This design comes from an exercise in tuning for small area on the open sky130 flow, not from production work. Where RTL was checked, it was by simulation tests only, not by an equivalence proof against the original. Power figures rest on the tool's default switching activity, not on a simulated workload. The clock port is modelled as an ideal driver; clocking choices that lean on that would not hold on a real chip.

==> flow/design.v <==
module sha256_msg_padder #(
  parameter int MAX_NIB = 128,
  parameter int CNT_W   = 8
) (
  input  logic         clk,
  input  logic         rst_n,
  input  logic         in_valid,
  output logic         in_ready,
  input  logic [3:0]   in_nibble,
  input  logic         in_last,
  output logic         blk_valid,
  input  logic         blk_ready,
  output logic [511:0] blk_data,
  output logic         blk_last,
  output logic [63:0]  msg_bits,
  output logic         ovf,
  output logic [1:0]   dbg_state
);
  typedef enum logic [1:0] {
    COLLECT = 2'd0,
    MARK    = 2'd1,
    PAD     = 2'd2,
    OFFER   = 2'd3
  } phase_t;
  phase_t       phase;
  logic         sec;        
  logic [6:0]   cnt;        
  logic [7:0]   len;        
  logic         ovf_q;
  logic [511:0] sr;
  logic [7:0]   cnt_inc;
  logic         two;        
  logic         fin;        
  logic         nib_xfer;
  logic         shift;
  logic [3:0]   pad_nib;
  logic [3:0]   sh_in;
  logic         end_msg;
  assign cnt_inc  = {1'b0, cnt} + 8'd1;
  assign two      = len[7] | (&len[6:4]);
  assign fin      = sec | ~two;
  assign in_ready = (phase == COLLECT);
  assign nib_xfer = in_ready & in_valid;
  assign shift    = nib_xfer | (phase == MARK) | (phase == PAD);
  assign end_msg  = in_last | (&cnt);
  always_comb begin
    pad_nib = 4'h0;
    if (phase == MARK) begin
      pad_nib = 4'h8;
    end else if (fin) begin
      case (cnt[1:0])
        2'd1: pad_nib = {2'b00, len[7:6]};
        2'd2: pad_nib = len[5:2];
        2'd3: pad_nib = {len[1:0], 2'b00};
        default: pad_nib = 4'h0;
      endcase
      if (cnt[6:2] != 5'h1f) pad_nib = 4'h0;
    end
  end
  assign sh_in = (phase == COLLECT) ? in_nibble : pad_nib;
  always_ff @(posedge clk) begin
    if (shift) sr <= {sr[507:0], sh_in};
  end
  always_ff @(posedge clk) begin
    if (nib_xfer && end_msg) len <= cnt_inc;
  end
  always_ff @(posedge clk or negedge rst_n) begin
    if (!rst_n) begin
      phase <= COLLECT;
      sec   <= 1'b0;
      cnt   <= '0;
      ovf_q <= 1'b0;
    end else begin
      ovf_q <= nib_xfer & (&cnt) & ~in_last;
      if (shift) cnt <= cnt_inc[6:0];
      case (phase)
        COLLECT: begin
          if (nib_xfer && end_msg) phase <= (&cnt) ? OFFER : MARK;
        end
        MARK, PAD: begin
          phase <= (&cnt) ? OFFER : PAD;
        end
        default: begin
          if (blk_ready) begin
            if (fin) begin
              phase <= COLLECT;
              sec   <= 1'b0;
            end else begin
              phase <= len[7] ? MARK : PAD;
              sec   <= 1'b1;
            end
          end
        end
      endcase
    end
  end
  assign blk_valid = (phase == OFFER);
  assign blk_data  = sr;
  assign blk_last  = fin;
  assign msg_bits  = {54'd0, len, 2'b00};
  assign ovf       = ovf_q;
  assign dbg_state = blk_valid ? {sec, ~sec} : 2'b00;
endmodule
Settings: LEC_CHECK=0, CAP_MARGIN=20, CORE_MARGIN=2, CORE_UTILIZATION=70, CTS_CLUSTER_SIZE=30, SLEW_MARGIN=20; clock period 6.5 ns.
run.sh (not shown) runs the stock make flow with config.mk's settings and CLKGATE_MAP_FILE= SYNTH_SCRIPT=/design/flow/synth_recipe.tcl, a recipe that flattens the netlist after the stock synthesis.
The first run never finished: it broke off in I/O pin placement (3_2_place_iop).
Change:
==> flow/flow/run.sh (new file) <==
#!/bin/bash
# Standard layout, with the port buffers taken as the smallest buffer cell and
# a clock tree of larger sink clusters without dummy loads.
set -euo pipefail
export BUFFER_PORTS_ARGS="-buffer_cell sky130_fd_sc_hd__buf_1"
export CTS_ARGS="-sink_clustering_enable -repair_clock_nets -dont_use_dummy_load -sink_clustering_size 30 -sink_clustering_max_diameter 80 -buf_list sky130_fd_sc_hd__clkbuf_16"
bash standard.sh finish > standard.log 2>&1
==> flow/standard.sh (new file) <==
#!/bin/bash
# synth_recipe.tcl (not shown) runs the flow's synth.tcl, then flattens the netlist and writes it again
# the make line also repeats each setting of config.mk as NAME=value (left out here)
make -C /OpenROAD-flow-scripts/flow DESIGN_CONFIG=/design/flow/config.mk WORK_HOME=/design/flow/orfs CLKGATE_MAP_FILE= SYNTH_SCRIPT=/design/flow/synth_recipe.tcl "${@:-finish}"
--- a/flow/config.mk
+++ b/flow/config.mk
@@ -9,3 +9,2 @@
-export CORE_MARGIN = 2
-export CORE_UTILIZATION = 70
-export CTS_CLUSTER_SIZE = 30
+export CORE_AREA = 2 2 170 170
+export DIE_AREA = 0 0 172 172
removed: flow/run.sh
Result: This time the run went through all stages and came out clean; synthesized cell count does not change; area after synthesis does not change.
Change:
==> flow/flow/run.sh (replaced) <==
#!/bin/bash
# Standard layout, with the port buffers taken as the smallest buffer cell.
set -euo pipefail
export BUFFER_PORTS_ARGS="-buffer_cell sky130_fd_sc_hd__buf_1"
bash standard.sh finish > standard.log 2>&1
--- a/flow/config.mk
+++ b/flow/config.mk
@@ -9,2 +9,2 @@
-export CORE_AREA = 2 2 170 170
-export DIE_AREA = 0 0 172 172
+export CORE_MARGIN = 2
+export CORE_UTILIZATION = 40
What happened: The changed run completed with no timing, DRC or antenna violations; wire length is higher by 0.51%; hold slack is better by 0.039 ns; via count is higher by 3.4%; synthesized area is unchanged; cell area is higher by 6.9%; core utilization is lower by 21 points.
Change:
==> flow/run.sh (new file) <==
#!/bin/bash
# synth_recipe.tcl (not shown) runs the flow's synth.tcl, then flattens the netlist and writes it again
# the make line also repeats each setting of config.mk as NAME=value (left out here)
make -C /OpenROAD-flow-scripts/flow DESIGN_CONFIG=/design/flow/config.mk WORK_HOME=/design/flow/orfs CLKGATE_MAP_FILE= SYNTH_SCRIPT=/design/flow/synth_recipe.tcl finish
removed: flow/flow/run.sh
removed: flow/standard.sh
Outcome:
- The new run completed with no timing, DRC or antenna violations
- wire length rises by 11%
- die area stays the same
- via count increases by about 0.9%
- worst setup slack is worse by 0.19 ns
Change:
==> flow/flow/run.sh (new file) <==
#!/bin/bash
# Standard layout, with the port buffers taken as the smallest buffer cell and
# a clock tree of larger sink clusters without dummy loads.
set -euo pipefail
export BUFFER_PORTS_ARGS="-buffer_cell sky130_fd_sc_hd__buf_1"
export CTS_ARGS="-sink_clustering_enable -repair_clock_nets -dont_use_dummy_load -sink_clustering_size 40 -sink_clustering_max_diameter 150 -buf_list sky130_fd_sc_hd__clkbuf_16"
bash standard.sh finish > standard.log 2>&1
==> flow/standard.sh (new file) <==
#!/bin/bash
# synth_recipe.tcl (not shown) runs the flow's synth.tcl, then flattens the netlist and writes it again
# the make line also repeats each setting of config.mk as NAME=value (left out here)
make -C /OpenROAD-flow-scripts/flow DESIGN_CONFIG=/design/flow/config.mk WORK_HOME=/design/flow/orfs CLKGATE_MAP_FILE= SYNTH_SCRIPT=/design/flow/synth_recipe.tcl "${@:-finish}"
--- a/flow/config.mk
+++ b/flow/config.mk
@@ -9,2 +9,2 @@
-export CORE_MARGIN = 2
-export CORE_UTILIZATION = 40
+export CORE_AREA = 2 2 128 203
+export DIE_AREA = 0 0 130 205
removed: flow/run.sh
After rerunning: The new run stopped in I/O pin placement (3_2_place_iop). Area after synthesis does not change. Synthesized cell count is unchanged.
Change:
--- a/flow/flow/run.sh
+++ b/flow/flow/run.sh
@@ -6 +6 @@
-export CTS_ARGS="-sink_clustering_enable -repair_clock_nets -dont_use_dummy_load -sink_clustering_size 40 -sink_clustering_max_diameter 150 -buf_list sky130_fd_sc_hd__clkbuf_16"
+export CTS_ARGS="-sink_clustering_enable -repair_clock_nets -dont_use_dummy_load -sink_clustering_size 24 -sink_clustering_max_diameter 100 -buf_list sky130_fd_sc_hd__clkbuf_16"
--- a/flow/config.mk
+++ b/flow/config.mk
@@ -9,2 +9,2 @@
-export CORE_AREA = 2 2 128 203
-export DIE_AREA = 0 0 130 205
+export CORE_AREA = 2 2 203 128
+export DIE_AREA = 0 0 205 130
- Now the flow finished with timing, DRC and antenna clean
- synthesized cell count does not change
- area after synthesis stays the same


Setup of run A:
sha256_msg_padder, a different RTL version from the one above (not shown whole).
Size: about 590 I/O pins, about 0.017 mm² of cells after synthesis.
==> flow/design.v (excerpt) <==
module sha256_msg_padder #(
  parameter int MAX_NIB = 128,
  parameter int CNT_W   = 8
) (
  input  logic         clk,
  input  logic         rst_n,
  input  logic         in_valid,
  output logic         in_ready,
  input  logic [3:0]   in_nibble,
  input  logic         in_last,
  output logic         blk_valid,
  input  logic         blk_ready,
  output logic [511:0] blk_data,
  output logic         blk_last,
  output logic [63:0]  msg_bits,
  output logic         ovf,
  output logic [1:0]   dbg_state
);
clock: 6.5 ns
lec_check: 0
cap_margin: 20
core_area: 2 2 170 170
die_area: 0 0 172 172
slew_margin: 20
standard.sh (not shown) runs the stock make flow with config.mk's settings and CLKGATE_MAP_FILE= SYNTH_SCRIPT=/design/flow/synth_recipe.tcl, a recipe that flattens the netlist after the stock synthesis.
==> flow/flow/run.sh <==
#!/bin/bash
# Standard layout, with the port buffers taken as the smallest buffer cell and
# a clock tree of larger sink clusters without dummy loads.
set -euo pipefail
export BUFFER_PORTS_ARGS="-buffer_cell sky130_fd_sc_hd__buf_1"
export CTS_ARGS="-sink_clustering_enable -repair_clock_nets -dont_use_dummy_load -sink_clustering_size 40 -sink_clustering_max_diameter 50 -buf_list sky130_fd_sc_hd__clkbuf_16"
bash standard.sh finish > standard.log 2>&1
No stage failed in run A, and the final checks on the layout all came back clean.
Here is what was changed in the inputs of run B compared with run A.
==> flow/flow/run.sh <==
#!/bin/bash
# Standard layout, with the port buffers taken as the smallest buffer cell and
# a clock tree of larger sink clusters without dummy loads.
set -euo pipefail
export BUFFER_PORTS_ARGS="-buffer_cell sky130_fd_sc_hd__buf_1"
export CTS_ARGS="-sink_clustering_enable -repair_clock_nets -dont_use_dummy_load -sink_clustering_size 32 -sink_clustering_max_diameter 100 -buf_list sky130_fd_sc_hd__clkbuf_16"
bash standard.sh finish > standard.log 2>&1
Findings:
Per the comparison of run B with run A, setup slack rose by 47 ps; power share of the sequential group rose by 6.9 points; worst hold path cell count stayed essentially flat; post-layout minimum cycle time fell by 47 ps. Run A has a higher power per standard cell area than run B. Relative area change from synthesis to final layout: run B < run A. Changes observed in run B relative to run A: global-route usage over all layers went down 0.28 points, final layout net count went down, overall power of the completed layout -10%.
Setup changes, run B to run C
==> flow/flow/run.sh <==
#!/bin/bash
# Standard layout, with the port buffers taken as the smallest buffer cell and
# a clock tree of larger sink clusters without dummy loads.
set -euo pipefail
export BUFFER_PORTS_ARGS="-buffer_cell sky130_fd_sc_hd__buf_1"
export CTS_ARGS="-sink_clustering_enable -repair_clock_nets -dont_use_dummy_load -sink_clustering_size 34 -sink_clustering_max_diameter 90 -buf_list sky130_fd_sc_hd__clkbuf_16 -root_buf sky130_fd_sc_hd__clkbuf_4"
bash standard.sh finish > standard.log 2>&1
Findings:
Of the two values seen for launch point of the critical path, in_valid was produced by run B and len[6] by run C. In the flow results for run B and run C, the met2 capacity usage during global routing is smaller on run B. Compared to run B, run C shows a narrower setup margin. Compared run C vs run B, and clock buffer and inverter area fraction after layout is down in run C. Between run B and run C, clock network fraction of design power is higher for run B, run C comes in under that. Headroom to the max-slew limit in run C vs run B: up 2.4 points. There was hardly any difference in met1 usage between run B and run C. Run C and run B ended up with roughly the same total length of routed wires. The power reported for run C is smaller than that of run B by 0.11 mW. Sequential power across run B and run C: no real change. Going from run B to run C, routed wirelength normalized by instance count has remained practically unchanged, cell area has decreased.
Relative to run C, the following input files were edited for run D:
==> flow/flow/run.sh <==
#!/bin/bash
# Standard layout, with the port buffers taken as the smallest buffer cell and
# a clock tree of larger sink clusters without dummy loads.
set -euo pipefail
export BUFFER_PORTS_ARGS="-buffer_cell sky130_fd_sc_hd__buf_1"
export CTS_ARGS="-sink_clustering_enable -repair_clock_nets -dont_use_dummy_load -sink_clustering_size 34 -sink_clustering_max_diameter 90 -buf_list sky130_fd_sc_hd__clkbuf_16"
bash standard.sh finish > standard.log 2>&1
==> run summary <==
Between run C and run D, the flow reports via density per instance increasing slightly. As far as area fraction in compound gates after synthesis goes, run D and run C are indistinguishable; the numbers are identical. For run D, the highest routing layer actually used was met4, unlike run C, where it was met5. Higher clock network fraction of total power goes to run D over run C. From run C to run D the numbers moved as follows: cell area stayed essentially flat; logic depth of the worst path, buffers included went up; met2 wire length now sits higher; total negative slack held; antenna diode count has decreased. len[6] as the beginning of the critical path was reported by run C, and in_valid by run D. Relative to run C, portion of the clock cycle consumed by the worst path in the final layout decreased by 1.8 points in run D. Taking run C as the reference, in run D global-route usage ~0 delta, initial antenna violation count -2.


Starting RTL as in the previous note.
Settings: LEC_CHECK=0, CAP_MARGIN=20, CORE_AREA=2 2 170 170, DIE_AREA=0 0 172 172, SLEW_MARGIN=20; clock period 6.5 ns.
==> flow/flow/run.sh <==
#!/bin/bash
# Standard layout, with the port buffers taken as the smallest buffer cell and
# a clock tree of larger sink clusters without dummy loads.
set -euo pipefail
export BUFFER_PORTS_ARGS="-buffer_cell sky130_fd_sc_hd__buf_1"
export CTS_ARGS="-sink_clustering_enable -repair_clock_nets -dont_use_dummy_load -sink_clustering_size 34 -sink_clustering_max_diameter 90 -buf_list \"sky130_fd_sc_hd__clkbuf_4 sky130_fd_sc_hd__clkbuf_8 sky130_fd_sc_hd__clkbuf_16\""
bash standard.sh finish > standard.log 2>&1
Next try:
==> flow/flow/run.sh (replaced) <==
#!/bin/bash
# Standard layout, with the port buffers taken as the smallest buffer cell and
# a clock tree of larger sink clusters without dummy loads.
set -euo pipefail
export BUFFER_PORTS_ARGS="-buffer_cell sky130_fd_sc_hd__buf_1"
export CTS_ARGS="-sink_clustering_enable -repair_clock_nets -dont_use_dummy_load -sink_clustering_size 35 -sink_clustering_max_diameter 60 -buf_list sky130_fd_sc_hd__clkbuf_16"
bash standard.sh finish > standard.log 2>&1
Routed wire length went up by 1.1%.
Global-route usage rose by 0.40 points.
Non-clock buffer count is unchanged.
Total power rose by 12%.
Core utilization grows by 1.6 points.
Final area rises by 2.4%.
Area after synthesis stays the same.
Clock power climbs by 39%.
Worst setup slack got worse by 0.046 ns.
Sequential power is about the same.
Count of clock-buffer cells in the layout rises by 18.
Next try:
==> flow/flow/run.sh (replaced) <==
#!/bin/bash
# Standard layout, with the port buffers taken as the smallest buffer cell and
# a clock tree of larger sink clusters without dummy loads.
set -euo pipefail
export BUFFER_PORTS_ARGS="-buffer_cell sky130_fd_sc_hd__buf_1"
export CTS_ARGS="-sink_clustering_enable -repair_clock_nets -dont_use_dummy_load -sink_clustering_size 30 -sink_clustering_max_diameter 80 -buf_list sky130_fd_sc_hd__clkbuf_16"
bash standard.sh finish > standard.log 2>&1
After rerunning:
- The changed run produced a clean layout
- clock-buffer cell count came out lower by 16
- die area stays the same
- global-route usage came out lower by 0.33 points
- cell count came out lower by 0.75%
- power came out lower by 9.4%
- register-to-register slack stays flat
- non-clock buffer count stays the same
- clock skew came out lower by 0.037 ns
Next try:
- CORE_AREA: 2 2 170 170 -> 2 2 203 113
- DIE_AREA: 0 0 172 172 -> 0 0 205 115
=> Die area falls by 20%; clock skew went up by 0.0058 ns; global-route usage came out higher by 9.5 points; core utilization came out higher by 18 points; hold slack stays flat; sequential power is about the same; fmax barely changes.


== north ==
sha256_msg_padder, a different RTL version from the one above (not shown whole).
For scale: roughly 590 I/O pins, about 17000 um^2 of cells after synthesis.
clock: 6.5 ns
lec_check: 0
abc_area: 1
cap_margin: 20
core_area: 2 2 170 170
die_area: 0 0 172 172
slew_margin: 20
==> flow/flow/run.sh <==
#!/bin/bash
# Standard layout, with the port buffers taken as the smallest buffer cell and
# a clock tree of larger sink clusters without dummy loads.
set -euo pipefail
export BUFFER_PORTS_ARGS="-buffer_cell sky130_fd_sc_hd__buf_1"
export CTS_ARGS="-sink_clustering_enable -repair_clock_nets -dont_use_dummy_load -sink_clustering_size 30 -sink_clustering_max_diameter 80 -buf_list sky130_fd_sc_hd__clkbuf_16"
bash standard.sh finish > standard.log 2>&1
north: no failed stages, no open violations at the end
Input-level comparison between middle and north:
Settings: ABC_AREA removed (was 1).
### Flow results
Of middle and north, it is middle that has the higher required time at the endpoint of the critical path. north consumes more power than middle. middle against north: global-route usage fell by 1.6 points, fmax dropped about 8%, power share of the combinational group down 24 points, measured slew at the worst slew-check pin lower. The path depth of the worst reg2reg path in middle was lower than what north gave. Compared with north, middle shows a global-route wire length before repair that is about 4% lower.
No functional check of the RTL was part of any run of this note.

==> afterwards: timing with drivers on the ports <==
Ports are ideal in the flow. The routed layouts listed here were re-timed in OpenROAD. Step 1 assumes that a clkbuf_16 drives the clock port and a buf_2 every other input. Step 2 moves the port delays by t, midway between the first and last clock arrival at a register: inputs arrive t later, outputs are due t later. That takes back most of the time a late clock gives input paths. a / b / c = ideal / step 1 / step 2; a / b = the first two.
| run | t (ns) | slack for setup (ns) | worst hold slack (ns) | worst setup path after step 2 | cell pins on the clock port's net |
|---|---|---|---|---|---|
| the second run of note 1 | 0.570 | 3.415 / 3.364 / 3.254 | 0.394 / 0.394 / 0.394 | input to register | 1 |
| the third run of note 1 | 0.617 | 3.076 / 3.076 / 2.522 | 0.433 / 0.433 / 0.433 | input to register | 1 |
| the fourth run of note 1 | 0.629 | 2.890 / 2.841 / 2.513 | 0.442 / 0.442 / 0.442 | input to register | 1 |
| the sixth run of note 1 | 0.573 | 3.385 / 3.332 / 3.116 | 0.397 / 0.397 / 0.397 | input to register | 1 |
| run A | 0.556 | 3.492 / 3.499 / 2.943 | 0.467 / 0.467 / 0.467 | input to register | 1 |
| run B | 0.583 | 3.539 / 3.547 / 2.964 | 0.459 / 0.459 / 0.459 | input to register | 1 |
| run C | 0.784 | 3.427 / 3.378 / 2.979 | 0.469 / 0.469 / 0.469 | input to register | 1 |
| run D | 0.573 | 3.546 / 3.551 / 2.979 | 0.468 / 0.468 / 0.468 | input to register | 1 |
| the first run of note 3 | 0.573 | 3.546 / 3.551 / 2.979 | 0.468 / 0.468 / 0.468 | input to register | 1 |
| the second run of note 3 | 0.547 | 3.500 / 3.503 / 2.956 | 0.446 / 0.446 / 0.446 | input to register | 1 |
| the third run of note 3 | 0.583 | 3.536 / 3.545 / 2.963 | 0.497 / 0.497 / 0.497 | input to register | 1 |
| the fourth run of note 3 | 0.574 | 3.528 / 3.478 / 2.950 | 0.496 / 0.496 / 0.496 | input to register | 1 |
| north | 0.591 | 3.569 / 3.516 / 3.130 | 0.474 / 0.474 / 0.474 | input to register | 1 |
| middle | 0.580 | 3.309 / 3.305 / 2.729 | 0.500 / 0.500 / 0.500 | input to register | 1 |
After both steps every run listed still meets setup and hold. For middle, which loses most, drivers alone change the setup slack by -0.004 ns; drivers and shift together by -0.580 ns.
